Context: an optimization exercise on an open-source flow, tuned for small area. The choices shown serve that exercise and are no tape-out recipe. The RTL was checked by simulation tests, not by an equivalence proof against the original design. No activity file was given, so power comes from the tool's default toggle rates.

--- design/flow/design.v ---
`timescale 1ns/1ns
`default_nettype none
package cf_pkg;
   localparam int num_slots   = 2;
   localparam int instr_w     = 32;
   localparam int addr_w      = 32;
   localparam int reg_addr_w  = 5;
   localparam int queue_depth = 4;
   localparam int wb_delay    = 2;    
endpackage
`default_nettype wire
`timescale 1ns/1ns
`default_nettype none
module cf_checker_top (
   input  logic             clk,
   input  logic             reset_,
   input  logic             cf_enable,
   input  logic [2:1]       commit,
   input  logic [2:1][31:0] slot_instr,
   input  logic [2:1][31:0] slot_pc,
   input  logic [2:1][2:0]  slot_isize,
   input  logic [2:1]       slot_taken,
   input  logic [2:1]       slot_is_dup,
   input  logic [2:1]       slot_received_kill,
   input  logic             dut_branch_taken,
   input  logic             rf_write_en,
   input  logic [4:0]       rf_write_rd,
   input  logic [31:0]      rf_write_data,
   output logic             rf_lock,
   output logic             rf_unlock,
   output logic             check_done,
   output logic             err_cf_dest,
   output logic             err_no_orig,
   output logic             err_link
);
   logic [6:0]  op1, op2;
   logic        cf1, cf2, found, sel_v, push, save, any_commit, same;
   logic [31:0] ins;
   logic [31:1] pc;
   logic        isz, dup, taken, br, adj;
   logic [1:0]  code;
   assign op1 = slot_instr[1][6:0];
   assign op2 = slot_instr[2][6:0];
   assign cf1 = commit[1] && (op1 == 7'b1100011 || op1 == 7'b1101111 || op1 == 7'b1100111);
   assign cf2 = commit[2] && (op2 == 7'b1100011 || op2 == 7'b1101111 || op2 == 7'b1100111);
   assign found = cf1 || cf2;
   assign ins   = cf1 ? slot_instr[1]       : slot_instr[2];
   assign pc    = cf1 ? slot_pc[1][31:1]    : slot_pc[2][31:1];
   assign isz   = cf1 ? slot_isize[1][2]    : slot_isize[2][2];
   assign dup   = cf1 ? slot_is_dup[1]      : slot_is_dup[2];
   assign taken = dup ? (dut_branch_taken || (cf1 ? slot_received_kill[1] : slot_received_kill[2]))
                      : (cf1 ? slot_taken[1] : slot_taken[2]);
   assign sel_v      = cf_enable && found;
   assign push       = sel_v && !dup;
   assign save       = sel_v && dup;
   assign any_commit = |commit;
   assign same       = cf1 && commit[2];    
   assign br   = !ins[2];                   
   assign adj  = br && !taken;              
   assign code = br ? {1'b0, taken} : {1'b1, ins[3]};
   logic [31:1] pc0;
   logic        isz0, adj0, chk0;
   logic [4:0]  rd0;
   always_ff @(posedge clk) begin
      if (sel_v) begin
         pc0  <= pc;
         isz0 <= isz;
         adj0 <= adj;
      end
      rd0  <= ins[11:7];
      chk0 <= reset_ && sel_v && ins[2] && (ins[11:7] != 5'd0);
   end
   logic [31:1] link0, base0;
   logic [31:2] ci;    
   always_comb begin
      logic [31:2] a;
      a[2] = isz0 || pc0[1];
      for (int i = 3; i <= 31; i++)
         a[i] = pc0[i-1];
      for (int l = 1; l < 32; l = l * 2)
         for (int i = 31; i >= 2; i--)
            if (((i - 2) & l) != 0 && i - 2 - ((i - 2) % l) - 1 >= 0)
               a[i] = a[i] && a[2 + (i - 2) - ((i - 2) % l) - 1];
      ci = a;
      link0[1] = pc0[1] ^ !isz0;
      for (int i = 2; i <= 31; i++)
         link0[i] = pc0[i] ^ ci[i];
   end
   assign base0 = adj0 ? link0 : pc0;
   logic        chk1;
   logic [4:0]  rd1;
   logic [31:1] lk1;
   always_ff @(posedge clk) begin
      chk1 <= reset_ && chk0;
      rd1  <= rd0;
      lk1  <= link0;
   end
   assign rf_lock   = chk1 && rf_write_en && (rf_write_rd != 5'd0);
   assign rf_unlock = rf_write_en && !rf_lock;
   always_ff @(posedge clk) begin
      err_link <= reset_ && chk1 &&
                  (!rf_write_en || (rf_write_rd != rd1) || (rf_write_data != {lk1, 1'b0}));
   end
   logic [26:0] q_ins [0:3];
   logic [31:1] q_off [0:3];
   logic [2:0]  hp, tp;
   logic        pend, dpend, held, pm;
   logic [31:1] np;
   logic        empty, compare, pop, wr_off;
   logic [1:0]  nw, ha;
   logic [31:1] m, d;
   assign empty   = hp == tp;
   assign compare = held && any_commit;
   assign pop     = compare && !empty;
   assign wr_off  = (pend && any_commit) || dpend;
   assign nw      = tp[1:0] - 2'd1;
   assign ha      = hp[1:0] + {1'b0, pop};
   assign m       = dpend ? np : slot_pc[1][31:1];
   always_comb begin
      logic [31:0] g, p, gg, pp;
      g[0] = 1'b1;    
      p[0] = 1'b0;
      for (int i = 1; i <= 31; i++) begin
         g[i] = m[i] && !base0[i];
         p[i] = m[i] ^ !base0[i];
      end
      gg = g;
      pp = p;
      for (int l = 1; l < 32; l = l * 2)
         for (int i = 2 * l - 1; i < 32; i = i + 2 * l) begin
            gg[i] = gg[i] || (pp[i] && gg[i-l]);
            pp[i] = pp[i] && pp[i-l];
         end
      for (int l = 8; l >= 1; l = l / 2)
         for (int i = 3 * l - 1; i < 32; i = i + 2 * l) begin
            gg[i] = gg[i] || (pp[i] && gg[i-l]);
            pp[i] = pp[i] && pp[i-l];
         end
      for (int i = 1; i <= 31; i++)
         d[i] = p[i] ^ gg[i-1];
   end
   always_ff @(posedge clk) begin
      for (int i = 0; i < 4; i++) begin
         if (push && tp[1:0] == 2'(i))
            q_ins[i] <= {ins[31:7], code};
         if (wr_off && nw == 2'(i))
            q_off[i] <= d;
      end
      np <= slot_pc[2][31:1];
      if (save)
         pm <= q_ins[ha] != {ins[31:7], code};
   end
   always_ff @(posedge clk) begin
      if (!reset_) begin
         tp    <= '0;
         hp    <= '0;
         pend  <= 1'b0;
         dpend <= 1'b0;
         held  <= 1'b0;
      end else begin
         tp    <= tp + {2'd0, push};
         hp    <= hp + {2'd0, pop};
         pend  <= push ? !same : (pend && !any_commit);
         dpend <= push && same;
         held  <= save || (held && !any_commit);
      end
   end
   always_ff @(posedge clk) begin
      check_done  <= reset_ && compare;
      err_no_orig <= reset_ && compare && empty;
      err_cf_dest <= reset_ && compare && !empty && (pm || (d != q_off[hp[1:0]]));
   end
endmodule
`default_nettype wire
--- design/flow/flow/run.sh ---
#!/bin/bash
# Standard ORFS layout; the port buffers use the smallest buffer cell, clock
# tree synthesis adds no dummy loads, and power recovery downsizes cells with
# slack after global routing.
set -euo pipefail
export BUFFER_PORTS_ARGS="-buffer_cell sky130_fd_sc_hd__buf_1"
export CTS_ARGS="-sink_clustering_enable -repair_clock_nets -sink_clustering_size 30 -sink_clustering_max_diameter 80 -dont_use_dummy_load"
export RECOVER_POWER=100
bash standard.sh finish > standard.log 2>&1
--- design/flow/standard.sh ---
#!/bin/bash
# synth_recipe.tcl (not shown) runs the flow's synth.tcl, then flattens the netlist and writes it again
# the make line also repeats each setting of config.mk as NAME=value (left out here)
make -C /OpenROAD-flow-scripts/flow DESIGN_CONFIG=/design/flow/config.mk WORK_HOME=/design/flow/orfs CLKGATE_MAP_FILE= SYNTH_SCRIPT=/design/flow/synth_recipe.tcl "${@:-finish}"
--- design/flow/config.mk ---
export PLATFORM = sky130hd
export DESIGN_NAME = cf_checker_top
export DESIGN_NICKNAME = cf_checker_top
export VERILOG_FILES = /design/flow/design.v
export SDC_FILE = /design/flow/constraint.sdc
export NUM_CORES = 4
export LEC_CHECK = 0
export CAP_MARGIN = 20
export CORE_MARGIN = 2
export CORE_UTILIZATION = 70
export CTS_CLUSTER_DIAMETER = 80
export CTS_CLUSTER_SIZE = 30
export SLEW_MARGIN = 20
--- design/flow/constraint.sdc ---
create_clock -name core_clock -period 8.0 [get_ports {clk}]
set_input_delay 1.6000 -clock core_clock [delete_from_list [all_inputs] [get_ports {clk}]]
set_output_delay 1.6000 -clock core_clock [all_outputs]
set_load 0.01 [all_outputs]
==> results of run 1 <==
[cells in the final DEF, fill, tap and decap left out, types with 16 or more instances in the layout]
cell type / count
sky130_fd_sc_hd__edfxtp_1: 266
sky130_fd_sc_hd__buf_1: 182
sky130_fd_sc_hd__xnor2_1: 133
sky130_fd_sc_hd__dfxtp_1: 85
sky130_fd_sc_hd__mux4_2: 58
sky130_fd_sc_hd__inv_1: 57
sky130_fd_sc_hd__mux2_2: 46
sky130_fd_sc_hd__nand2_1: 37
sky130_fd_sc_hd__xor2_1: 37
sky130_fd_sc_hd__ha_1: 35
sky130_fd_sc_hd__nand4_1: 28
sky130_fd_sc_hd__mux2_1: 26
sky130_fd_sc_hd__nand3_1: 22
sky130_fd_sc_hd__mux2i_1: 20
sky130_fd_sc_hd__a21oi_1: 20
sky130_fd_sc_hd__nor2_1: 17
sky130_fd_sc_hd__clkbuf_16: 16
[power breakdown]
part / internal, mW / switching, mW / leakage (nW)
clock network: 0.362 / 0.508 / 0.197
registers: 2.00 / 0.00663 / 3.12
logic: 0.0985 / 0.142 / 2.44
[logic make-up (layout without fill, tap and decap cells)]
family	Yosys count	after routing	share of synthesized area, %
multiplexers	150	150	14.5
adder cells (fa/ha/maj)	51	51	4.69
AND/OR/NAND/NOR	177	177	5.95
AO/OA/AOI/OAI	55	55	2.28
buffers and inverters	96	272	2.52
other	0	3	0
flip-flops	353	353	60.7
XOR/XNOR	170	170	9.34
[sequential cells by signal, summed over array words and instances, names as in the netlist, 3 cells and up]
| signal | count |
|---|---|
| pc0 | 31 |
| tp | 3 |
| lk1 | 31 |
| rd1 | 5 |
| hp | 3 |
| q_ins | 108 |
| np | 31 |
| q_off | 124 |
| rd0 | 5 |
[through the flow]
| stage | utilization, % | instance area (um2) | hold slack (ns) | power, mW |
|---|---|---|---|---|
| after floorplan | - | 16000 | 0.310 | 2.19 |
| after global placement | 75.4 | 17000 | 0.312 | 2.28 |
| after detailed placement | 75.4 | 17000 | 0.312 | 2.29 |
| after CTS | 77.2 | 17400 | 0.336 | 3.13 |
| after global routing | 76.9 | 17400 | 0.347 | 3.21 |
| final | 77.0 | 17400 | 0.340 | 3.12 |
[final cells by class]
| class | count | share of cell area (%) |
|---|---|---|
| flip-flops and latches | 353 | 56.0 |
| multi-input cells | 603 | 33.9 |
| repair buffers | 199 | 4.41 |
| clock buffers | 16 | 2.30 |
| well taps | 285 | 2.05 |
| inverters | 57 | 1.23 |
| diodes | 3 | 0.0432 |
[how the worst min path moves through the flow]
| stage | from | end | slack, ns | depth (start not counted) |
|---|---|---|---|---|
| global placement | rd0[0] | rd1[0] | 0.31 | 0 |
| CTS | rd0[3] | rd1[3] | 0.34 | 0 |
| detailed placement | rd0[2] | rd1[2] | 0.31 | 0 |
| global route | rd0[3] | rd1[3] | 0.35 | 0 |
| floorplan | rd0[0] | rd1[0] | 0.31 | 0 |
| finish | rd0[3] | rd1[3] | 0.34 | 0 |
[critical path: stages]
cell                       delay, ns
sky130_fd_sc_hd__buf_1          0.18
sky130_fd_sc_hd__nand2_1        0.08
sky130_fd_sc_hd__nor3_1         1.18
sky130_fd_sc_hd__o21ai_0        0.41
sky130_fd_sc_hd__inv_1          0.13
sky130_fd_sc_hd__clkbuf_1       1.54
sky130_fd_sc_hd__nand2_1        0.62
sky130_fd_sc_hd__nor3_1         0.30
sky130_fd_sc_hd__clkbuf_2       0.71
[per-layer routing]
layer | up-vias | GRT usage, %
met3 | 47 | 3.12
met2 | 305 | 42.3
met4 | 0 | 7.08
li1 | 4234 | -
met1 | 4452 | 41.4
met5 | - | 0
==> run summary, run 1 <==
# TYPE chip_impl_metric gauge
chip_impl_metric{name="drt_pass1_iterations",unit=""} 5
chip_impl_metric{name="synthesis.yosys.warnings",unit=""} 3
chip_impl_metric{name="post_cts_resized",unit=""} 0
chip_impl_metric{name="multi_input_area",unit="mm2"} 0.00590
chip_impl_metric{name="m1WireLength",unit="um"} 14000
chip_impl_metric{name="core.rowCount",unit=""} 55
chip_impl_metric{name="ys_seq_elements",unit=""} 353
chip_impl_metric{name="syn2layout_area_growth",unit="%"} 8.47
chip_impl_info{name="synth_largest_area_cell",value="sky130_fd_sc_hd__edfxtp_1"} 1
chip_impl_metric{name="die_height",unit="um"} 155
chip_impl_metric{name="routabilityCongestion",unit=""} 0.875
chip_impl_metric{name="hpwl_reported_at_the_end_of_detailed_placement",unit="um"} 23100
chip_impl_metric{name="die_area",unit="mm2"} 0.0241
chip_impl_metric{name="nNetsFinal",unit=""} 1465
chip_impl_metric{name="first_iter_violations",unit=""} 605
chip_impl_metric{name="drive_gt1_share",unit="%"} 11.3
chip_impl_metric{name="required_time_at_the_endpoint_of_the_critical_path",unit="ns"} 8.13
chip_impl_metric{name="final_critical_path_setup_slack",unit="ns"} 1.34
chip_impl_metric{name="sequential_cell_area",unit="mm2"} 0.00973
chip_impl_metric{name="portBuffers",unit=""} 183
chip_impl_metric{name="antenna_found_initial",unit=""} 1
chip_impl_metric{name="wirelength",unit="um"} 31900
chip_impl_metric{name="globalRouteTotalUtil",unit="%"} 27.0
chip_impl_metric{name="postSynthNetCount",unit=""} 1287
chip_impl_metric{name="avgRoutedWirePerCell",unit="um"} 21.0
chip_impl_metric{name="cellLeakagePower",unit="nW"} 5.76
chip_impl_info{name="timing.setup.critical_path_class",value="in -> reg"} 1
chip_impl_metric{name="cts-root-to-sink-buffers",unit=""} 3
chip_impl_metric{name="slew-limit-headroom",unit="%"} -91.3
chip_impl_metric{name="drc",unit=""} 0
chip_impl_metric{name="clock_tree.htree_level_count",unit=""} 1
chip_impl_metric{name="avgViaCountPerCell",unit=""} 5.96
chip_impl_info{name="tritoncts",value="yes"} 1
chip_impl_info{name="yosys-top-cells-count",value="sky130_fd_sc_hd__edfxtp_1 (266), sky130_fd_sc_hd__xnor2_1 (132), sky130_fd_sc_hd__dfxtp_1 (87)"} 1
chip_impl_metric{name="final.setup.tns",unit="ns"} 0
chip_impl_metric{name="grt_start_max_net_pins",unit=""} 36
chip_impl_metric{name="via_total_after_detailed_routing",unit=""} 9038
chip_impl_metric{name="cts_hold_buf",unit=""} 0
chip_impl_metric{name="met2RoutedLength",unit="um"} 15200
chip_impl_metric{name="timing.final.setup_violations",unit=""} 0
chip_impl_metric{name="fin_skew",unit="ns"} 0.0485
chip_impl_metric{name="worst_pin_slew",unit="ns"} 2.87
chip_impl_metric{name="cp_data_arrival_time",unit="ns"} 6.79
chip_impl_metric{name="cts-buffers-inserted",unit=""} 16
chip_impl_metric{name="grt_pass1_vias",unit=""} 8898
chip_impl_metric{name="final_hold_viol_count",unit=""} 0
chip_impl_metric{name="number_of_enable_type_register_cells_in_the_synthesized_netlist",unit=""} 266
chip_impl_metric{name="netlist-cell-type-count",unit=""} 49
chip_impl_info{name="unrepaired_setup_endpoints_after_global_routing",value="false"} 1
chip_impl_metric{name="cellPowerDensity",unit="mW/mm2"} 179
chip_impl_metric{name="route.antenna.remaining_nets",unit=""} 0
chip_impl_info{name="worstReg2RegEnd",value="err_cf_dest"} 1
chip_impl_metric{name="fillCellCount",unit=""} 1440
chip_impl_metric{name="worst-r2r-cell-count",unit=""} 25
chip_impl_metric{name="finalNonFillerCells",unit=""} 1516
chip_impl_metric{name="max_clock_freq",unit="MHz"} 150
chip_impl_metric{name="pins_over_their_slew_limit",unit=""} 231
chip_impl_metric{name="routed_length_on_met3",unit="um"} 1910
chip_impl_metric{name="placed_cells",unit=""} 1497
chip_impl_info{name="most_frequently_used_cell_type_in_the_post_synthesis_netlist",value="sky130_fd_sc_hd__edfxtp_1"} 1
chip_impl_info{name="end_kind",value="register"} 1
chip_impl_info{name="checkFailReasons",value="capacitance limit, slew limit"} 1
chip_impl_metric{name="postSynth.asyncResetShare",unit="%"} 0
chip_impl_metric{name="cts.clk_slew.worst_paths",unit="ns"} 0.10
chip_impl_info{name="endpoint",value="q_ins[0][12]"} 1
chip_impl_metric{name="die-width",unit="um"} 155
chip_impl_info{name="synthTopCellsByArea",value="sky130_fd_sc_hd__edfxtp_1 (50%), sky130_fd_sc_hd__dfxtp_1 (11%), sky130_fd_sc_hd__mux4_2 (8.2%)"} 1
chip_impl_metric{name="postCtsSetupBuffers",unit=""} 0
chip_impl_metric{name="reg2reg_slack",unit="ns"} 1.90
chip_impl_metric{name="postSynthAreaPerCell",unit="um2"} 15.2
chip_impl_info{name="top_signal_layer_used",value="met4"} 1
chip_impl_metric{name="dpl_worst_slack",unit="ns"} 2.00
chip_impl_metric{name="io-pin-count",unit=""} 190
chip_impl_metric{name="grt_first_pass_wirelength",unit="um"} 49300
chip_impl_metric{name="grt.overflow.total",unit=""} 0
chip_impl_info{name="cp-start-kind",value="input port"} 1
chip_impl_metric{name="ys_seq_area_share",unit="%"} 60.7
chip_impl_metric{name="final_period_util",unit="%"} 83.2
chip_impl_metric{name="synth_top_area_share",unit="%"} 49.9
chip_impl_info{name="clock_tree.root_cell",value="sky130_fd_sc_hd__clkbuf_16"} 1
chip_impl_info{name="cp-startpoint",value="commit[1]"} 1
chip_impl_info{name="synthFlopType",value="sky130_fd_sc_hd__edfxtp_1"} 1
chip_impl_metric{name="start_util",unit="%"} 71.0
chip_impl_metric{name="placeableCoreArea",unit="mm2"} 0.0226
chip_impl_metric{name="synth_area",unit="mm2"} 0.0160
chip_impl_metric{name="post_synthesis_cell_count",unit=""} 1052
chip_impl_metric{name="final_period_minus_worst_setup_slack",unit="ns"} 6.66
chip_impl_metric{name="critPathMaxFanout",unit=""} 35
chip_impl_metric{name="max_cap_viol_count",unit=""} 8
chip_impl_info{name="status",value="finished with violations"} 1
chip_impl_metric{name="clk-insertion-delay-late",unit="ns"} 0.51
chip_impl_metric{name="clock-sinks",unit=""} 353
chip_impl_metric{name="worst_ir_drop_vdd",unit="uV"} 231
chip_impl_info{name="worst_hold_path_type",value="reg -> reg"} 1
chip_impl_info{name="reg2reg_from",value="pc0[1]"} 1
==> run 2: changes to the inputs <==
==> design/flow/flow/run.sh (replaced) <==
#!/bin/bash
# Standard ORFS layout; the port buffers use the smallest buffer cell, clock
# tree synthesis adds no dummy loads.
set -euo pipefail
export BUFFER_PORTS_ARGS="-buffer_cell sky130_fd_sc_hd__buf_1"
export CTS_ARGS="-sink_clustering_enable -repair_clock_nets -sink_clustering_size 30 -sink_clustering_max_diameter 80 -dont_use_dummy_load"
bash standard.sh finish > standard.log 2>&1
==> run 2 against run 1 <==
Compared with the run above: now clean on timing, DRC and antenna; flip-flop and latch count unchanged; count of clock-buffer cells in the layout unchanged; sequential power about the same; clock skew decreased by 0.0023 ns; non-clock buffer count unchanged; synthesized cell count unchanged; total power about the same; global-route usage unchanged; via count increased by 0.62%; critical endpoint is now err_cf_dest; largest cell class unchanged.
==> run summary, run 2 <==
# TYPE chip_impl_metric gauge
chip_impl_metric{name="drive_gt1_share",unit="%"} 14.7
chip_impl_metric{name="reg2reg_slack",unit="ns"} 1.96
chip_impl_metric{name="die_height",unit="um"} 155
chip_impl_metric{name="timing.final.setup_violations",unit=""} 0
chip_impl_info{name="worstReg2RegEnd",value="err_cf_dest"} 1
chip_impl_metric{name="die-width",unit="um"} 155
chip_impl_metric{name="postSynth.asyncResetShare",unit="%"} 0
chip_impl_info{name="largest-register",value="q_off"} 1
chip_impl_metric{name="final_hold_viol_count",unit=""} 0
chip_impl_info{name="cp-start-kind",value="register"} 1
chip_impl_metric{name="netlist-cell-type-count",unit=""} 49
chip_impl_metric{name="share_clk_of_total_power",unit="%"} 27.8
chip_impl_metric{name="power_switching_share",unit="%"} 21.0
chip_impl_metric{name="avgRoutedWirePerCell",unit="um"} 21.0
chip_impl_metric{name="number_of_enable_type_register_cells_in_the_synthesized_netlist",unit=""} 266
chip_impl_info{name="clock_tree.root_cell",value="sky130_fd_sc_hd__clkbuf_16"} 1
chip_impl_metric{name="seqPwrFrac",unit="%"} 64.4
chip_impl_metric{name="post_cts_resized",unit=""} 0
chip_impl_info{name="status",value="timing/DRC/antenna clean"} 1
chip_impl_metric{name="portBuffers",unit=""} 183
chip_impl_metric{name="synth_area",unit="mm2"} 0.0160
chip_impl_metric{name="grt_first_pass_wirelength",unit="um"} 49300
chip_impl_metric{name="io-pin-count",unit=""} 190
chip_impl_metric{name="postCtsSetupBuffers",unit=""} 0
chip_impl_metric{name="fin_skew",unit="ns"} 0.0463
chip_impl_info{name="synthFlopType",value="sky130_fd_sc_hd__edfxtp_1"} 1
chip_impl_metric{name="clock-sinks",unit=""} 353
chip_impl_metric{name="final_period_minus_worst_setup_slack",unit="ns"} 6.04
chip_impl_metric{name="cts_hold_buf",unit=""} 0
chip_impl_metric{name="ys_seq_elements",unit=""} 353
chip_impl_info{name="yosys-top-cells-count",value="sky130_fd_sc_hd__edfxtp_1 (266), sky130_fd_sc_hd__xnor2_1 (132), sky130_fd_sc_hd__dfxtp_1 (87)"} 1
chip_impl_metric{name="switching_power_summed_over_all_nets",unit="mW"} 0.653
chip_impl_metric{name="globalRouteTotalUtil",unit="%"} 27.0
chip_impl_metric{name="postSynthAreaPerCell",unit="um2"} 15.2
chip_impl_metric{name="synthesis.yosys.warnings",unit=""} 3
chip_impl_metric{name="die_area",unit="mm2"} 0.0241
chip_impl_metric{name="grt.overflow.total",unit=""} 0
chip_impl_info{name="cp-startpoint",value="pc0[1]"} 1
chip_impl_info{name="endpoint",value="err_cf_dest"} 1
chip_impl_info{name="largestRegisters",value="q_off (124), q_ins (108)"} 1
chip_impl_metric{name="hpwl_reported_at_the_end_of_detailed_placement",unit="um"} 23100
chip_impl_metric{name="route.antenna.remaining_nets",unit=""} 0
chip_impl_metric{name="required_time_at_the_endpoint_of_the_critical_path",unit="ns"} 8.39
chip_impl_metric{name="grt_pass1_vias",unit=""} 8898
chip_impl_metric{name="max_clock_freq",unit="MHz"} 166
chip_impl_info{name="unrepaired_setup_endpoints_after_global_routing",value="false"} 1
chip_impl_metric{name="worst-r2r-cell-count",unit=""} 25
chip_impl_info{name="most-common-layout-cells",value="sky130_fd_sc_hd__edfxtp_1 (266), sky130_fd_sc_hd__buf_1 (183), sky130_fd_sc_hd__xnor2_1 (132)"} 1
chip_impl_metric{name="worst_pin_slew",unit="ns"} 0.863
chip_impl_info{name="worst_hold_path_type",value="reg -> reg"} 1
chip_impl_metric{name="max_cap_viol_count",unit=""} 0
chip_impl_metric{name="cts-root-to-sink-buffers",unit=""} 3
chip_impl_metric{name="avgViaCountPerCell",unit=""} 6.00
chip_impl_metric{name="final_critical_path_setup_slack",unit="ns"} 1.96
chip_impl_metric{name="number_of_flip_flops_in_the_largest_register",unit=""} 124
chip_impl_metric{name="cts-buffers-inserted",unit=""} 16
chip_impl_metric{name="pins_over_their_slew_limit",unit=""} 0
chip_impl_metric{name="placeableCoreArea",unit="mm2"} 0.0226
chip_impl_metric{name="nNetsFinal",unit=""} 1465
chip_impl_metric{name="dpl_worst_slack",unit="ns"} 2.00
chip_impl_metric{name="cts.clk_slew.worst_paths",unit="ns"} 0.10
chip_impl_metric{name="core.rowCount",unit=""} 55
chip_impl_metric{name="post_synthesis_cell_count",unit=""} 1052
chip_impl_metric{name="postSynthNetCount",unit=""} 1287
chip_impl_metric{name="slew-limit-headroom",unit="%"} 42.2
chip_impl_metric{name="first_iter_violations",unit=""} 668
chip_impl_metric{name="antenna_found_initial",unit=""} 1
chip_impl_info{name="most_frequently_used_cell_type_in_the_post_synthesis_netlist",value="sky130_fd_sc_hd__edfxtp_1"} 1
chip_impl_metric{name="placed_cells",unit=""} 1497
chip_impl_metric{name="start_util",unit="%"} 71.0
chip_impl_metric{name="drc",unit=""} 0
chip_impl_info{name="end_kind",value="register"} 1
chip_impl_metric{name="comb_power_share",unit="%"} 7.8
chip_impl_info{name="synth_largest_area_cell",value="sky130_fd_sc_hd__edfxtp_1"} 1
chip_impl_metric{name="ys_seq_area_share",unit="%"} 60.7
chip_impl_info{name="timing.setup.critical_path_class",value="reg -> reg"} 1
chip_impl_metric{name="critPathMaxFanout",unit=""} 6
chip_impl_metric{name="cellLeakagePower",unit="nW"} 5.80
chip_impl_metric{name="final.setup.tns",unit="ns"} 0
chip_impl_info{name="reg2reg_from",value="pc0[1]"} 1
chip_impl_metric{name="via_total_after_detailed_routing",unit=""} 9094
chip_impl_metric{name="final_period_util",unit="%"} 75.5
chip_impl_metric{name="cell_internal_pwr",unit="mW"} 2.46
chip_impl_metric{name="clk-insertion-delay-late",unit="ns"} 0.51
chip_impl_metric{name="synth_top_area_share",unit="%"} 49.9
chip_impl_metric{name="wirelength",unit="um"} 31900
chip_impl_metric{name="drt_pass1_iterations",unit=""} 7
chip_impl_info{name="tritoncts",value="yes"} 1
chip_impl_metric{name="cp_data_arrival_time",unit="ns"} 6.42
chip_impl_metric{name="grt_start_max_net_pins",unit=""} 36
chip_impl_info{name="layout.cells.most_common",value="sky130_fd_sc_hd__edfxtp_1"} 1
chip_impl_metric{name="syn2layout_area_growth",unit="%"} 8.91
chip_impl_metric{name="cellPowerDensity",unit="mW/mm2"} 179
chip_impl_metric{name="worst_ir_drop_vdd",unit="uV"} 230
chip_impl_metric{name="clock_tree.htree_level_count",unit=""} 1
chip_impl_metric{name="finalNonFillerCells",unit=""} 1516
chip_impl_metric{name="routabilityCongestion",unit=""} 0.875
chip_impl_info{name="synthTopCellsByArea",value="sky130_fd_sc_hd__edfxtp_1 (50%), sky130_fd_sc_hd__dfxtp_1 (11%), sky130_fd_sc_hd__mux4_2 (8.2%)"} 1
## run 2: cells by family after synthesis
group	after synthesis	synth area share, %
flops	353	60.7
fa+ha+maj	51	4.69
mux	150	14.5
xor+xnor	170	9.34
simple gates	177	5.95
compound gates	55	2.28
buf+inv	96	2.52
## run 2: worst min-delay path by stage
stage	startpoint	to	slack, ns	depth (start not counted)
finish	rd0[3]	rd1[3]	0.34	0
global route	rd0[3]	rd1[3]	0.35	0
CTS	rd0[3]	rd1[3]	0.34	0
detailed placement	rd0[2]	rd1[2]	0.31	0
global placement	rd0[0]	rd1[0]	0.31	0
floorplan	rd0[0]	rd1[0]	0.31	0
## run 2: power by group through the flow
stage | clock, mW | combinational (mW) | sequential, mW
floorplan | 0 | 0.144 | 2.04
global placement | 0 | 0.235 | 2.05
CTS | 0.883 | 0.243 | 2.00
finish | 0.865 | 0.244 | 2.00
global route | 0.940 | 0.268 | 2.01
detailed placement | 0 | 0.242 | 2.05
## run 2: worst max-delay path, stage by stage (launching register included)
cell                       delay [ns]
sky130_fd_sc_hd__edfxtp_1        0.33
sky130_fd_sc_hd__inv_1           0.06
sky130_fd_sc_hd__ha_1            0.19
sky130_fd_sc_hd__inv_1           0.07
sky130_fd_sc_hd__ha_1            0.23
sky130_fd_sc_hd__and3_4          0.22
sky130_fd_sc_hd__and3_1          0.34
sky130_fd_sc_hd__and3_4          0.26
sky130_fd_sc_hd__and3_1          0.29
sky130_fd_sc_hd__nand3_1         0.14
sky130_fd_sc_hd__xnor2_1         0.29
sky130_fd_sc_hd__inv_1           0.08
sky130_fd_sc_hd__ha_1            0.30
sky130_fd_sc_hd__nand3_1         0.09
sky130_fd_sc_hd__o21ai_0         0.26
sky130_fd_sc_hd__a211o_1         0.15
sky130_fd_sc_hd__a21oi_1         0.07
sky130_fd_sc_hd__o311a_1         0.37
sky130_fd_sc_hd__or3_1           0.41
sky130_fd_sc_hd__fa_1            0.44
sky130_fd_sc_hd__xnor2_1         0.51
sky130_fd_sc_hd__xnor2_1         0.18
sky130_fd_sc_hd__nand4_1         0.11
sky130_fd_sc_hd__nor4_1          0.24
sky130_fd_sc_hd__and2_1          0.18
sky130_fd_sc_hd__a21oi_1         0.08
## run 2: metrics by stage
step / cell area [um2] / utilization [%] / total power, mW / hold WS [ns]
6_report: 17400 / 77.3 / 3.11 / 0.337
3_5_place_dp: 17000 / 75.4 / 2.29 / 0.312
2_1_floorplan: 16000 / - / 2.19 / 0.310
5_1_grt: 17400 / 77.3 / 3.22 / 0.347
4_1_cts: 17400 / 77.2 / 3.13 / 0.336
3_3_place_gp: 17000 / 75.4 / 2.28 / 0.312
## run 2: area by class of cell
| cell class | count | area [um2] |
|---|---|---|
| diodes | 3 | 7.51 |
| repair buffers | 199 | 807 |
| multi-input cells | 603 | 5930 |
| fillers | 1424 | 5130 |
| inverters | 57 | 214 |
| well taps | 285 | 357 |
| flip-flops and latches | 353 | 9730 |
| clock buffers | 16 | 400 |
## run 2: routing by layer
layer / wire (um) / part of all wire, % / track usage (%) / vias to the layer above
li1: - / - / - / 4236
met1: 13900 / 44 / 41.4 / 4503
met2: 15400 / 48 / 42.3 / 312
met3: 1920 / 6.0 / 3.12 / 43
met4: 713 / 2.2 / 7.08 / 0
met5: 0 / 0 / 0 / -
==> run 3: changes to the inputs <==
==> design/flow/flow/run.sh (replaced) <==
#!/bin/bash
# Standard ORFS layout; the port buffers use the smallest buffer cell.
set -euo pipefail
export BUFFER_PORTS_ARGS="-buffer_cell sky130_fd_sc_hd__buf_1"
bash standard.sh finish > standard.log 2>&1
==> run 3 against run 2 <==
Compared with the run above: still clean; final cell count rose by 0.79%; flip-flop and latch count did not move; sequential power barely moved; die area did not move; via count barely moved; count of clock-buffer cells in the layout rose by 7; utilization rose by 0.45 points; critical path depth did not move; critical path type unchanged; largest power group unchanged; highest routed layer unchanged.
==> run summary, run 3 <==
# TYPE chip_impl_metric gauge
chip_impl_metric{name="grt_start_max_net_pins",unit=""} 36
chip_impl_info{name="cp-start-kind",value="register"} 1
chip_impl_metric{name="cts-buffers-inserted",unit=""} 16
chip_impl_info{name="unrepaired_setup_endpoints_after_global_routing",value="false"} 1
chip_impl_metric{name="synth_compound_area_share",unit="%"} 2.28
chip_impl_info{name="most_frequently_used_cell_type_in_the_post_synthesis_netlist",value="sky130_fd_sc_hd__edfxtp_1"} 1
chip_impl_metric{name="start_util",unit="%"} 71.0
chip_impl_info{name="largest-register",value="q_off"} 1
chip_impl_metric{name="max_cap_viol_count",unit=""} 0
chip_impl_metric{name="synth_area",unit="mm2"} 0.0160
chip_impl_metric{name="postSynthAreaPerCell",unit="um2"} 15.2
chip_impl_metric{name="postSynth.asyncResetShare",unit="%"} 0
chip_impl_metric{name="number_of_enable_type_register_cells_in_the_synthesized_netlist",unit=""} 266
chip_impl_metric{name="slew-limit-headroom",unit="%"} 34.9
chip_impl_metric{name="synth_top_area_share",unit="%"} 49.9
chip_impl_metric{name="cts-root-to-sink-buffers",unit=""} 3
chip_impl_metric{name="via_total_after_detailed_routing",unit=""} 9093
chip_impl_metric{name="number_of_flip_flops_in_the_largest_register",unit=""} 124
chip_impl_info{name="synthTopCellsByArea",value="sky130_fd_sc_hd__edfxtp_1 (50%), sky130_fd_sc_hd__dfxtp_1 (11%), sky130_fd_sc_hd__mux4_2 (8.2%)"} 1
chip_impl_metric{name="drc",unit=""} 0
chip_impl_metric{name="reg2reg_slack",unit="ns"} 1.99
chip_impl_metric{name="routabilityCongestion",unit=""} 0.875
chip_impl_metric{name="core.rowCount",unit=""} 55
chip_impl_info{name="most-common-layout-cells",value="sky130_fd_sc_hd__edfxtp_1 (266), sky130_fd_sc_hd__buf_1 (183), sky130_fd_sc_hd__xnor2_1 (132)"} 1
chip_impl_info{name="synthFlopType",value="sky130_fd_sc_hd__edfxtp_1"} 1
chip_impl_metric{name="postCtsSetupBuffers",unit=""} 0
chip_impl_metric{name="clock-sinks",unit=""} 353
chip_impl_metric{name="globalRouteTotalUtil",unit="%"} 27.2
chip_impl_metric{name="drt_pass1_iterations",unit=""} 7
chip_impl_info{name="yosys-top-cells-count",value="sky130_fd_sc_hd__edfxtp_1 (266), sky130_fd_sc_hd__xnor2_1 (132), sky130_fd_sc_hd__dfxtp_1 (87)"} 1
chip_impl_metric{name="netlist-cell-type-count",unit=""} 49
chip_impl_metric{name="portBuffers",unit=""} 183
chip_impl_metric{name="route.antenna.remaining_nets",unit=""} 0
chip_impl_info{name="tritoncts",value="yes"} 1
chip_impl_metric{name="first_iter_violations",unit=""} 665
chip_impl_metric{name="drive_gt1_share",unit="%"} 15.0
chip_impl_info{name="synth_largest_area_cell",value="sky130_fd_sc_hd__edfxtp_1"} 1
chip_impl_metric{name="avgViaCountPerCell",unit=""} 5.95
chip_impl_metric{name="syn2layout_area_growth",unit="%"} 9.54
chip_impl_metric{name="grt.overflow.total",unit=""} 0
chip_impl_metric{name="final.setup.tns",unit="ns"} 0
chip_impl_metric{name="required_time_at_the_endpoint_of_the_critical_path",unit="ns"} 8.40
chip_impl_metric{name="layout.core_utilization",unit="%"} 77.7
chip_impl_metric{name="avgRoutedWirePerCell",unit="um"} 20.9
chip_impl_metric{name="cts.clk_slew.worst_paths",unit="ns"} 0.11
chip_impl_metric{name="worst_pin_slew",unit="ns"} 0.977
chip_impl_metric{name="timing.hold.ws",unit="ns"} 0.341
chip_impl_metric{name="fin_skew",unit="ns"} 0.0170
chip_impl_metric{name="critPathMaxFanout",unit=""} 6
chip_impl_info{name="largestRegisters",value="q_off (124), q_ins (108)"} 1
chip_impl_metric{name="cellPowerDensity",unit="mW/mm2"} 184
chip_impl_metric{name="ys_seq_area_share",unit="%"} 60.7
chip_impl_metric{name="max_clock_freq",unit="MHz"} 166
chip_impl_info{name="status",value="timing/DRC/antenna clean"} 1
chip_impl_metric{name="io-pin-count",unit=""} 190
chip_impl_metric{name="final_period_util",unit="%"} 75.1
chip_impl_metric{name="synthesized_area_fraction_occupied_by_adder_cells",unit="%"} 4.69
chip_impl_metric{name="nNetsFinal",unit=""} 1465
chip_impl_metric{name="final_hold_viol_count",unit=""} 0
chip_impl_info{name="layout.cells.most_common",value="sky130_fd_sc_hd__edfxtp_1"} 1
chip_impl_metric{name="ys_seq_elements",unit=""} 353
chip_impl_info{name="clock_tree.root_cell",value="sky130_fd_sc_hd__clkbuf_16"} 1
chip_impl_metric{name="antenna_found_initial",unit=""} 1
chip_impl_metric{name="synthesis.yosys.warnings",unit=""} 3
chip_impl_metric{name="final_period_minus_worst_setup_slack",unit="ns"} 6.01
chip_impl_metric{name="clk-insertion-delay-late",unit="ns"} 0.51
chip_impl_metric{name="post_synthesis_cell_count",unit=""} 1052
chip_impl_metric{name="grt_first_pass_wirelength",unit="um"} 49600
chip_impl_metric{name="portion_of_netlist_area_occupied_by_mux_cells",unit="%"} 14.5
chip_impl_metric{name="clock_tree.htree_level_count",unit=""} 1
chip_impl_metric{name="timing.final.setup_violations",unit=""} 0
chip_impl_metric{name="post_synth_xor_area_fraction",unit="%"} 9.34
chip_impl_metric{name="synthSimpleGateAreaFrac",unit="%"} 5.95
chip_impl_metric{name="die_area",unit="mm2"} 0.0241
chip_impl_metric{name="cts_hold_buf",unit=""} 0
chip_impl_info{name="end_kind",value="register"} 1
chip_impl_metric{name="postSynthNetCount",unit=""} 1287
chip_impl_metric{name="pins_over_their_slew_limit",unit=""} 0
chip_impl_info{name="main_combinational_cell_family_by_area_after_synthesis",value="multiplexers"} 1
chip_impl_metric{name="post_cts_resized",unit=""} 0
chip_impl_metric{name="placeableCoreArea",unit="mm2"} 0.0226
chip_impl_info{name="timing.setup.critical_path_class",value="reg -> reg"} 1
chip_impl_metric{name="cp_data_arrival_time",unit="ns"} 6.41
chip_impl_metric{name="grt_pass1_vias",unit=""} 8966
chip_impl_metric{name="hpwl_reported_at_the_end_of_detailed_placement",unit="um"} 23100
chip_impl_metric{name="die-width",unit="um"} 155
chip_impl_info{name="worst_hold_path_type",value="reg -> reg"} 1
chip_impl_metric{name="cellLeakagePower",unit="nW"} 5.85
chip_impl_metric{name="die_height",unit="um"} 155
chip_impl_metric{name="wirelength",unit="um"} 31900
chip_impl_metric{name="worst_ir_drop_vdd",unit="uV"} 206
-- run 3: cell count changes in the layout (fill, tap and decap cells not counted) --
cell,delta
sky130_fd_sc_hd__clkinv_8,+1
sky130_fd_sc_hd__clkbuf_16,+1
sky130_fd_sc_hd__ha_2,+1
sky130_fd_sc_hd__ha_4,-1
sky130_fd_sc_hd__bufinv_8,+1
sky130_fd_sc_hd__clkinv_2,+1
sky130_fd_sc_hd__inv_12,+1
sky130_fd_sc_hd__inv_6,+1
sky130_fd_sc_hd__clkbuf_1,+6
-- run 3: worst paths after layout --
path	endpoint	from	depth (start not counted)
min	rd1[2]	rd0[2]	0
max reg2reg	err_cf_dest	pc0[1]	25
min reg2reg	rd1[2]	rd0[2]	0
max	err_cf_dest	pc0[1]	25
-- run 3: kinds of logic (layout without fill, tap and decap cells) --
group / Yosys count / count (layout)
flops: 353 / 353
simple gates: 177 / 177
xor+xnor: 170 / 170
mux: 150 / 150
buf+inv: 96 / 284
compound gates: 55 / 55
fa+ha+maj: 51 / 51
other cells: 0 / 3
-- run 3: metal layers --
metal	up-vias	global-route usage (%)	wire, um
met4	0	6.99	735
met2	319	42.8	15300
met3	47	3.43	2090
li1	4247	-	-
met1	4480	41.3	13800
met5	-	0	0
-- run 3: power by group --
group	internal (mW)	total, mW	switching (mW)
Combinational	0.101	0.244	0.143
Sequential	2.00	2.00	0.00670
Clock	0.425	0.972	0.546
-- run 3: worst max-delay path, cell delays in order (launching register included) --
cell and delay (ns):
sky130_fd_sc_hd__edfxtp_1 0.33, sky130_fd_sc_hd__inv_1 0.06, sky130_fd_sc_hd__ha_1 0.19, sky130_fd_sc_hd__inv_1 0.07, sky130_fd_sc_hd__ha_1 0.22, sky130_fd_sc_hd__and3_4 0.22, sky130_fd_sc_hd__and3_1 0.34, sky130_fd_sc_hd__and3_4 0.25
sky130_fd_sc_hd__and3_1 0.29, sky130_fd_sc_hd__nand3_1 0.14, sky130_fd_sc_hd__xnor2_1 0.29, sky130_fd_sc_hd__inv_1 0.08, sky130_fd_sc_hd__ha_1 0.30, sky130_fd_sc_hd__nand3_1 0.09, sky130_fd_sc_hd__o21ai_0 0.26, sky130_fd_sc_hd__a211o_1 0.15
sky130_fd_sc_hd__a21oi_1 0.07, sky130_fd_sc_hd__o311a_1 0.38, sky130_fd_sc_hd__or3_1 0.41, sky130_fd_sc_hd__fa_1 0.44, sky130_fd_sc_hd__xnor2_1 0.49, sky130_fd_sc_hd__xnor2_1 0.18, sky130_fd_sc_hd__nand4_1 0.11, sky130_fd_sc_hd__nor4_1 0.24
sky130_fd_sc_hd__and2_1 0.18, sky130_fd_sc_hd__a21oi_1 0.08
-- run 3: cell type report --
type | count | area (um2)
flip-flops and latches | 353 | 9730
multi-input cells | 603 | 5920
fillers | 1408 | 5030
repair buffers | 199 | 807
clock buffers | 23 | 448
well taps | 285 | 357
inverters | 57 | 214
clock inverters | 5 | 63.8
diodes | 3 | 7.51
-- run 3: stage by stage --
| stage | setup slack, ns | std cells | total power [mW] | instance area (um2) |
|---|---|---|---|---|
| 2_1_floorplan | 2.05 | 1052 | 2.19 | 16000 |
| 3_3_place_gp | 2.12 | 1497 | 2.28 | 17000 |
| 3_5_place_dp | 2.00 | 1497 | 2.29 | 17000 |
| 4_1_cts | 1.94 | 1525 | 3.23 | 17500 |
| 5_1_grt | 1.48 | 1526 | 3.32 | 17500 |
| 6_report | 1.99 | 1528 | 3.22 | 17500 |
==> run 4: changes to the inputs <==
==> design/flow/flow/run.sh (replaced) <==
#!/bin/bash
# Standard ORFS layout; the port buffers use the smallest buffer cell, clock
# tree synthesis adds no dummy loads.
set -euo pipefail
export BUFFER_PORTS_ARGS="-buffer_cell sky130_fd_sc_hd__buf_1"
export CTS_ARGS="-sink_clustering_enable -repair_clock_nets -sink_clustering_size 20 -sink_clustering_max_diameter 60 -buf_list sky130_fd_sc_hd__clkbuf_8 -root_buf sky130_fd_sc_hd__clkbuf_16 -dont_use_dummy_load"
bash standard.sh finish > standard.log 2>&1
==> run 4 against run 3 <==
Compared with the run above: largest power group unchanged; largest cell class unchanged; worst setup slack got worse by 0.048 ns; design area shrank 0.73%; count of clock-buffer cells in the layout up 1; sequential power about the same; routed wire length about the same; flip-flop and latch count unchanged.
==> run summary, run 4 <==
# TYPE chip_impl_metric gauge
chip_impl_metric{name="clock_tree.htree_level_count",unit=""} 1
chip_impl_metric{name="cts-buffers-inserted",unit=""} 24
chip_impl_info{name="synth_largest_area_cell",value="sky130_fd_sc_hd__edfxtp_1"} 1
chip_impl_metric{name="m1WireLength",unit="um"} 14100
chip_impl_metric{name="pins_over_their_slew_limit",unit=""} 0
chip_impl_metric{name="syn2layout_area_growth",unit="%"} 8.74
chip_impl_metric{name="placeableCoreArea",unit="mm2"} 0.0226
chip_impl_info{name="cp-start-kind",value="register"} 1
chip_impl_metric{name="via_total_after_detailed_routing",unit=""} 9033
chip_impl_metric{name="cts_hold_buf",unit=""} 0
chip_impl_metric{name="postSynth.asyncResetShare",unit="%"} 0
chip_impl_info{name="most_frequently_used_cell_type_in_the_post_synthesis_netlist",value="sky130_fd_sc_hd__edfxtp_1"} 1
chip_impl_metric{name="postSynthAreaPerCell",unit="um2"} 15.2
chip_impl_metric{name="fillCellCount",unit=""} 1438
chip_impl_metric{name="worst_pin_slew",unit="ns"} 0.879
chip_impl_metric{name="grt_start_max_net_pins",unit=""} 36
chip_impl_metric{name="drive_gt1_share",unit="%"} 15.3
chip_impl_metric{name="portBuffers",unit=""} 183
chip_impl_info{name="clock_tree.root_cell",value="sky130_fd_sc_hd__clkbuf_16"} 1
chip_impl_metric{name="die_height",unit="um"} 155
chip_impl_metric{name="grt_first_pass_wirelength",unit="um"} 49400
chip_impl_metric{name="critPathMaxFanout",unit=""} 6
chip_impl_metric{name="nNetsFinal",unit=""} 1474
chip_impl_metric{name="required_time_at_the_endpoint_of_the_critical_path",unit="ns"} 8.39
chip_impl_metric{name="final_period_minus_worst_setup_slack",unit="ns"} 6.06
chip_impl_metric{name="number_of_enable_type_register_cells_in_the_synthesized_netlist",unit=""} 266
chip_impl_metric{name="start_util",unit="%"} 71.0
chip_impl_metric{name="cellLeakagePower",unit="nW"} 5.80
chip_impl_metric{name="routed_length_on_met3",unit="um"} 1870
chip_impl_info{name="worst_hold_path_type",value="reg -> reg"} 1
chip_impl_metric{name="largest_stage_delay_on_the_critical_path",unit="ns"} 0.54
chip_impl_metric{name="core.rowCount",unit=""} 55
chip_impl_metric{name="met2RoutedLength",unit="um"} 15200
chip_impl_metric{name="design_power_total",unit="mW"} 3.07
chip_impl_info{name="crit_slowest_cell",value="sky130_fd_sc_hd__xnor2_1"} 1
chip_impl_metric{name="finish.instance_area",unit="mm2"} 0.0174
chip_impl_metric{name="number_of_flip_flops_in_the_largest_register",unit=""} 124
chip_impl_metric{name="drt_pass1_iterations",unit=""} 5
chip_impl_info{name="critical-path-top-delay-family",value="simple AND/OR/NAND/NOR gates"} 1
chip_impl_metric{name="drc",unit=""} 0
chip_impl_metric{name="wirelength",unit="um"} 31900
chip_impl_metric{name="worst_ir_drop_vdd",unit="uV"} 145
chip_impl_metric{name="cellPowerDensity",unit="mW/mm2"} 176
chip_impl_metric{name="synthesis.yosys.warnings",unit=""} 3
chip_impl_metric{name="clk-insertion-delay-late",unit="ns"} 0.52
chip_impl_metric{name="io-pin-count",unit=""} 190
chip_impl_info{name="yosys-top-cells-count",value="sky130_fd_sc_hd__edfxtp_1 (266), sky130_fd_sc_hd__xnor2_1 (132), sky130_fd_sc_hd__dfxtp_1 (87)"} 1
chip_impl_metric{name="cts-root-to-sink-buffers",unit=""} 3
chip_impl_metric{name="grt.overflow.total",unit=""} 0
chip_impl_info{name="largestRegisters",value="q_off (124), q_ins (108)"} 1
chip_impl_metric{name="fin_skew",unit="ns"} 0.0410
chip_impl_info{name="timing.setup.critical_path_class",value="reg -> reg"} 1
chip_impl_metric{name="avgViaCountPerCell",unit=""} 5.92
chip_impl_metric{name="final_period_util",unit="%"} 75.8
chip_impl_metric{name="antenna_found_initial",unit=""} 1
chip_impl_info{name="synthFlopType",value="sky130_fd_sc_hd__edfxtp_1"} 1
chip_impl_metric{name="max_cap_viol_count",unit=""} 0
chip_impl_metric{name="synth_top_area_share",unit="%"} 49.9
chip_impl_metric{name="post_synth_xor_area_fraction",unit="%"} 9.34
chip_impl_metric{name="cts.clk_slew.worst_paths",unit="ns"} 0.11
chip_impl_metric{name="grt_pass1_vias",unit=""} 8928
chip_impl_metric{name="placed_cells",unit=""} 1497
chip_impl_metric{name="cp_data_arrival_time",unit="ns"} 6.45
chip_impl_metric{name="netlist-cell-type-count",unit=""} 49
chip_impl_metric{name="timing.final.setup_violations",unit=""} 0
chip_impl_info{name="layout.cells.most_common",value="sky130_fd_sc_hd__edfxtp_1"} 1
chip_impl_metric{name="first_iter_violations",unit=""} 633
chip_impl_metric{name="final.setup.tns",unit="ns"} 0
chip_impl_metric{name="max_clock_freq",unit="MHz"} 165
chip_impl_metric{name="die_area",unit="mm2"} 0.0241
chip_impl_metric{name="die-width",unit="um"} 155
chip_impl_metric{name="avgRoutedWirePerCell",unit="um"} 20.9
chip_impl_info{name="unrepaired_setup_endpoints_after_global_routing",value="false"} 1
chip_impl_metric{name="clock-sinks",unit=""} 353
chip_impl_metric{name="postCtsSetupBuffers",unit=""} 0
chip_impl_info{name="top_signal_layer_used",value="met4"} 1
chip_impl_metric{name="final_hold_viol_count",unit=""} 0
chip_impl_metric{name="ys_seq_area_share",unit="%"} 60.7
chip_impl_metric{name="finalNonFillerCells",unit=""} 1525
chip_impl_metric{name="synthSimpleGateAreaFrac",unit="%"} 5.95
chip_impl_metric{name="routabilityCongestion",unit=""} 0.875
chip_impl_info{name="largest-register",value="q_off"} 1
chip_impl_metric{name="post_synthesis_cell_count",unit=""} 1052
chip_impl_info{name="most-common-layout-cells",value="sky130_fd_sc_hd__edfxtp_1 (266), sky130_fd_sc_hd__buf_1 (183), sky130_fd_sc_hd__xnor2_1 (132)"} 1
chip_impl_metric{name="hpwl_reported_at_the_end_of_detailed_placement",unit="um"} 23100
chip_impl_metric{name="dpl-instance-area",unit="mm2"} 0.0170
chip_impl_metric{name="synth_compound_area_share",unit="%"} 2.28
chip_impl_info{name="status",value="timing/DRC/antenna clean"} 1
chip_impl_metric{name="portion_of_netlist_area_occupied_by_mux_cells",unit="%"} 14.5
chip_impl_metric{name="globalRouteTotalUtil",unit="%"} 27.2
chip_impl_info{name="main_combinational_cell_family_by_area_after_synthesis",value="multiplexers"} 1
chip_impl_metric{name="slew-limit-headroom",unit="%"} 41.1
chip_impl_metric{name="route.antenna.remaining_nets",unit=""} 0
chip_impl_info{name="synthTopCellsByArea",value="sky130_fd_sc_hd__edfxtp_1 (50%), sky130_fd_sc_hd__dfxtp_1 (11%), sky130_fd_sc_hd__mux4_2 (8.2%)"} 1
chip_impl_metric{name="layout.core_utilization",unit="%"} 77.2
chip_impl_metric{name="synthesized_area_fraction_occupied_by_adder_cells",unit="%"} 4.69
chip_impl_info{name="end_kind",value="register"} 1
chip_impl_metric{name="synth_area",unit="mm2"} 0.0160
chip_impl_info{name="tritoncts",value="yes"} 1
chip_impl_metric{name="timing.critical_path.buf_inv",unit=""} 3
chip_impl_metric{name="postSynthNetCount",unit=""} 1287
chip_impl_metric{name="ys_seq_elements",unit=""} 353
chip_impl_metric{name="post_cts_resized",unit=""} 0
==> run 4: cell counts after synthesis <==
Identical to the previous run, type by type.
==> run 4: final timing paths <==
check / from / endpoint / slack (ns) / depth (start not counted)
setup / recovery: pc0[1] / err_cf_dest / 1.94 / 25
setup reg to reg: pc0[1] / err_cf_dest / 1.94 / 25
hold / removal: rd0[2] / rd1[2] / 0.34 / 0
hold reg to reg: rd0[2] / rd1[2] / 0.34 / 0
==> run 4: logic make-up after synthesis <==
group | count (synthesis)
AO/OA/AOI/OAI | 55
XOR/XNOR | 170
adder cells (fa/ha/maj) | 51
buffers and inverters | 96
flip-flops | 353
multiplexers | 150
AND/OR/NAND/NOR | 177
==> run 4: final cells by class <==
cell class                      instances  area (um2)  share of cell area [%]
Sequential cell                       353        9730                    55.9
Multi-Input combinational cell        603        5920                    34.0
Timing Repair Buffer                  200         827                    4.75
Clock buffer                           24         364                    2.09
Tap cell                              285         357                    2.05
Inverter                               57         214                    1.23
Antenna cell                            3        7.51                  0.0431
==> run 4: power by group <==
group / switching, mW / internal [mW] / leakage, nW
Combinational: 0.143 / 0.101 / 2.49
Sequential: 0.00662 / 2.00 / 3.12
Clock: 0.515 / 0.306 / 0.188
==> run 4: per-stage QoR <==
stage / setup WS [ns] / hold WS, ns
floorplan: 2.05 / 0.310
global placement: 2.12 / 0.312
detailed placement: 2.00 / 0.312
CTS: 1.96 / 0.335
global route: 1.50 / 0.349
finish: 1.94 / 0.336
==> run 4: layer usage <==
layer  vias up  global-route usage (%)
met3        56                    3.62
met4         0                    7.12
met5         -                       0
li1       4248                       -
met1      4459                    41.9
met2       270                    41.9
==> run 5: changes to the inputs <==
--- a/design/flow/design.v
+++ b/design/flow/design.v
@@ -78,9 +78,11 @@
       for (int i = 3; i <= 31; i++)
          a[i] = pc0[i-1];
       for (int l = 1; l < 32; l = l * 2)
-         for (int i = 31; i >= 2; i--)
-            if (((i - 2) & l) != 0 && i - 2 - ((i - 2) % l) - 1 >= 0)
-               a[i] = a[i] && a[2 + (i - 2) - ((i - 2) % l) - 1];
+         for (int j = 2 * l - 1; j < 30; j = j + 2 * l)
+            a[j+2] = a[j+2] && a[j+2-l];
+      for (int l = 8; l >= 1; l = l / 2)
+         for (int j = 3 * l - 1; j < 30; j = j + 2 * l)
+            a[j+2] = a[j+2] && a[j+2-l];
       ci = a;
       link0[1] = pc0[1] ^ !isz0;
       for (int i = 2; i <= 31; i++)
==> run 5 against run 4 <==
Compared with the run above: still clean; area after synthesis is 0.78% lower; global-route usage down 0.69 points; design area decreased by 0.45%; worst hold slack improved by 0.015 ns; clock power shrank 0.6%; sequential power about the same; utilization is 0.13 points higher; final cell count down 2.0%; sequential share of layout area up 0.25 points; maximum frequency decreased by 8.8%; highest routed layer unchanged.
==> run summary, run 5 <==
# TYPE chip_impl_metric gauge
chip_impl_metric{name="nNetsFinal",unit=""} 1457
chip_impl_info{name="reg2reg_from",value="pc0[1]"} 1
chip_impl_info{name="most_frequently_used_cell_type_in_the_post_synthesis_netlist",value="sky130_fd_sc_hd__edfxtp_1"} 1
chip_impl_metric{name="grt_first_pass_wirelength",unit="um"} 48000
chip_impl_metric{name="post_synthesis_cell_count",unit=""} 1014
chip_impl_metric{name="final_critical_path_setup_slack",unit="ns"} 1.35
chip_impl_metric{name="final_period_minus_worst_setup_slack",unit="ns"} 6.65
chip_impl_metric{name="hold_depth",unit=""} 0
chip_impl_metric{name="postCtsSetupBuffers",unit=""} 0
chip_impl_metric{name="multi_input_area",unit="mm2"} 0.00586
chip_impl_metric{name="worst-r2r-cell-count",unit=""} 27
chip_impl_info{name="most-common-layout-cells",value="sky130_fd_sc_hd__edfxtp_1 (266), sky130_fd_sc_hd__buf_1 (183), sky130_fd_sc_hd__xnor2_1 (111)"} 1
chip_impl_metric{name="cts.clk_slew.worst_paths",unit="ns"} 0.11
chip_impl_metric{name="io-pin-count",unit=""} 190
chip_impl_info{name="unrepaired_setup_endpoints_after_global_routing",value="false"} 1
chip_impl_metric{name="cellLeakagePower",unit="nW"} 5.96
chip_impl_metric{name="fillCellCount",unit=""} 1389
chip_impl_metric{name="synthesis.yosys.warnings",unit=""} 3
chip_impl_info{name="status",value="timing/DRC/antenna clean"} 1
chip_impl_info{name="grt_most_used_layer",value="met2"} 1
chip_impl_metric{name="final.setup.tns",unit="ns"} 0
chip_impl_metric{name="cts_hold_buf",unit=""} 0
chip_impl_metric{name="postSynthNetCount",unit=""} 1262
chip_impl_metric{name="grt.overflow.total",unit=""} 0
chip_impl_info{name="tritoncts",value="yes"} 1
chip_impl_metric{name="critPathMaxFanout",unit=""} 5
chip_impl_metric{name="avgRoutedWirePerCell",unit="um"} 20.9
chip_impl_metric{name="fin_skew",unit="ns"} 0.0426
chip_impl_info{name="largest-register",value="q_off"} 1
chip_impl_metric{name="grt_start_max_net_pins",unit=""} 66
chip_impl_metric{name="grt_util_met1",unit="%"} 38.8
chip_impl_info{name="end_kind",value="register"} 1
chip_impl_metric{name="drc",unit=""} 0
chip_impl_metric{name="via_total_after_detailed_routing",unit=""} 8697
chip_impl_info{name="synthTopCellsByArea",value="sky130_fd_sc_hd__edfxtp_1 (50%), sky130_fd_sc_hd__dfxtp_1 (11%), sky130_fd_sc_hd__mux4_2 (8.2%)"} 1
chip_impl_metric{name="portBuffers",unit=""} 183
chip_impl_metric{name="timing.final.setup_violations",unit=""} 0
chip_impl_metric{name="cts-root-to-sink-buffers",unit=""} 3
chip_impl_metric{name="finish.instance_area",unit="mm2"} 0.0173
chip_impl_info{name="hp-start",value="rd0[0]"} 1
chip_impl_metric{name="avgViaCountPerCell",unit=""} 5.82
chip_impl_metric{name="clock-sinks",unit=""} 353
chip_impl_metric{name="worst_pin_slew",unit="ns"} 0.982
chip_impl_metric{name="die_height",unit="um"} 155
chip_impl_metric{name="syn2layout_area_growth",unit="%"} 9.11
chip_impl_info{name="timing.setup.critical_path_class",value="reg -> reg"} 1
chip_impl_metric{name="number_of_enable_type_register_cells_in_the_synthesized_netlist",unit=""} 266
chip_impl_metric{name="dpl-instance-area",unit="mm2"} 0.0170
chip_impl_metric{name="number_of_flip_flops_in_the_largest_register",unit=""} 124
chip_impl_metric{name="synth_top_area_share",unit="%"} 50.3
chip_impl_info{name="worstReg2RegEnd",value="err_cf_dest"} 1
chip_impl_metric{name="dpl_worst_slack",unit="ns"} 1.36
chip_impl_info{name="yosys-top-cells-count",value="sky130_fd_sc_hd__edfxtp_1 (266), sky130_fd_sc_hd__xnor2_1 (111), sky130_fd_sc_hd__dfxtp_1 (87)"} 1
chip_impl_info{name="worst_hold_path_type",value="reg -> reg"} 1
chip_impl_metric{name="postSynth.asyncResetShare",unit="%"} 0
chip_impl_metric{name="grtUsageMet3",unit="%"} 3.98
chip_impl_metric{name="worst_ir_drop_vdd",unit="uV"} 147
chip_impl_metric{name="required_time_at_the_endpoint_of_the_critical_path",unit="ns"} 8.37
chip_impl_metric{name="largest_stage_delay_on_the_critical_path",unit="ns"} 0.54
chip_impl_metric{name="sequential_cell_area",unit="mm2"} 0.00973
chip_impl_metric{name="cellPowerDensity",unit="mW/mm2"} 177
chip_impl_metric{name="cts-buffers-inserted",unit=""} 24
chip_impl_metric{name="max_clock_freq",unit="MHz"} 150
chip_impl_metric{name="final_period_util",unit="%"} 83.1
chip_impl_metric{name="post_cts_resized",unit=""} 0
chip_impl_metric{name="layout.core_utilization",unit="%"} 77.3
chip_impl_metric{name="grt_pass1_vias",unit=""} 8849
chip_impl_metric{name="netlist-cell-type-count",unit=""} 52
chip_impl_metric{name="routabilityCongestion",unit=""} 0.859
chip_impl_info{name="cp-start-kind",value="register"} 1
chip_impl_metric{name="placeableCoreArea",unit="mm2"} 0.0224
chip_impl_info{name="synthFlopType",value="sky130_fd_sc_hd__edfxtp_1"} 1
chip_impl_metric{name="antenna_found_initial",unit=""} 2
chip_impl_metric{name="final_hold_viol_count",unit=""} 0
chip_impl_metric{name="drt_pass1_iterations",unit=""} 5
chip_impl_info{name="largestRegisters",value="q_off (124), q_ins (108)"} 1
chip_impl_metric{name="drive_gt1_share",unit="%"} 15.5
chip_impl_metric{name="ys_seq_elements",unit=""} 353
chip_impl_metric{name="first_iter_violations",unit=""} 645
chip_impl_info{name="crit_slowest_cell",value="sky130_fd_sc_hd__xnor2_1"} 1
chip_impl_info{name="synth_largest_area_cell",value="sky130_fd_sc_hd__edfxtp_1"} 1
chip_impl_info{name="layout.cells.most_common",value="sky130_fd_sc_hd__edfxtp_1"} 1
chip_impl_info{name="clock_tree.root_cell",value="sky130_fd_sc_hd__clkbuf_16"} 1
chip_impl_metric{name="core.rowCount",unit=""} 55
chip_impl_metric{name="grt.met2_usage",unit="%"} 43.3
chip_impl_info{name="holdPathEnd",value="rd1[0]"} 1
chip_impl_metric{name="slew-limit-headroom",unit="%"} 34.4
chip_impl_metric{name="hpwl_reported_at_the_end_of_detailed_placement",unit="um"} 22300
chip_impl_metric{name="die_area",unit="mm2"} 0.0239
chip_impl_metric{name="die-width",unit="um"} 155
chip_impl_metric{name="route.antenna.remaining_nets",unit=""} 0
chip_impl_metric{name="synth_area",unit="mm2"} 0.0159
chip_impl_metric{name="pins_over_their_slew_limit",unit=""} 0
chip_impl_metric{name="ys_seq_area_share",unit="%"} 61.2
chip_impl_metric{name="start_util",unit="%"} 70.8
chip_impl_metric{name="globalRouteTotalUtil",unit="%"} 26.5
chip_impl_metric{name="wirelength",unit="um"} 31200
chip_impl_metric{name="cp_data_arrival_time",unit="ns"} 7.02
chip_impl_metric{name="clock_tree.htree_level_count",unit=""} 1
chip_impl_metric{name="reg2reg_slack",unit="ns"} 1.35
chip_impl_metric{name="postSynthAreaPerCell",unit="um2"} 15.7
chip_impl_metric{name="clk-insertion-delay-late",unit="ns"} 0.51
chip_impl_metric{name="max_cap_viol_count",unit=""} 0
## run 5: final cells by class
class / instances / area share, %
repair buffers: 197 / 4.57
multi-input cells: 571 / 33.8
inverters: 62 / 1.34
flip-flops and latches: 353 / 56.1
well taps: 285 / 2.06
clock buffers: 24 / 2.10
diodes: 2 / 0.0289
## run 5: report_power, final
| group | total (mW) | internal, mW | switching [mW] |
|---|---|---|---|
| clock | 0.815 | 0.306 | 0.509 |
| sequential | 2.01 | 2.00 | 0.00668 |
| combinational | 0.244 | 0.102 | 0.142 |
| total | 3.07 | 2.41 | 0.659 |
## run 5: layer usage
metal	vias to the layer above	wire [um]	share of wire, %
met1	4298	13900	44
met4	0	548	1.8
met2	236	15100	48
met3	33	1710	5.5
li1	4130	-	-
met5	-	0	0
## run 5: how the worst max path moves through the flow
stage / slack [ns] / end / start / depth (start not counted)
2_1_floorplan: 1.97 / q_ins[0][0] / slot_instr[4] / 8
3_3_place_gp: 1.40 / err_cf_dest / pc0[1] / 27
3_5_place_dp: 1.36 / err_cf_dest / pc0[1] / 27
4_1_cts: 1.29 / err_cf_dest / pc0[1] / 27
5_1_grt: 0.58 / err_cf_dest / pc0[1] / 27
6_report: 1.35 / err_cf_dest / pc0[1] / 27
## run 5: metrics by stage
step | cells | power [mW] | hold WS [ns]
final | 1494 | 3.07 | 0.351
after global routing | 1494 | 3.17 | 0.353
after CTS | 1492 | 3.09 | 0.344
after detailed placement | 1468 | 2.29 | 0.314
after global placement | 1468 | 2.28 | 0.313
after floorplan | 1014 | 2.19 | 0.310
## run 5: worst max-delay path, delay by kind of cell (launching register included)
kind                       cells  cell delay, ns
xor gates and xnor gates       3            0.96
buffers and inverters          4            0.29
DFF                            1            0.33
and+or+nand+nor                8            1.85
AOI/OAI and AO/OA              7            1.71
adders and majority gates      5            1.37
## run 5: kinds of logic after synthesis
logic type      after synthesis  share of synthesized area, %
xor+xnor                    145                          8.04
fa+ha+maj                    64                          5.75
flops                       353                          61.2
simple gates                150                          5.36
buf+inv                      90                          2.25
mux                         163                          15.4
compound gates               49                          1.99

==> re-timing with driven ports <==
The flow's constraints put no driver on any port. The routed layouts listed below were extracted and timed again, unchanged, in two steps. Step 1 sets driving cells, clkbuf_16 on the clock port and buf_2 on the other inputs (assumed; they add their load-dependent delay and slew). Step 2 moves the port delays by t, midway between the first and last clock arrival at a register: inputs arrive t later, outputs are due t later. That takes back most of the time a late clock gives input paths. a / b / c = ideal ports / drivers / drivers and shift; a / b = the first two.
run	shift t [ns]	setup slack, ns	worst slew at a driven data input, ns
run 1	0.538	1.341 / 1.359 / 0.822	0.09
run 2	0.536	1.963 / 1.963 / 1.963	0.09
run 3	0.552	1.988 / 1.988 / 1.988	0.09
run 4	0.543	1.940 / 1.940 / 1.940	0.09
run 5	0.540	1.352 / 1.352 / 1.352	0.09
The setup slack of run 1, which loses most, moves by +0.018 ns with the drivers and by -0.519 ns with both steps.
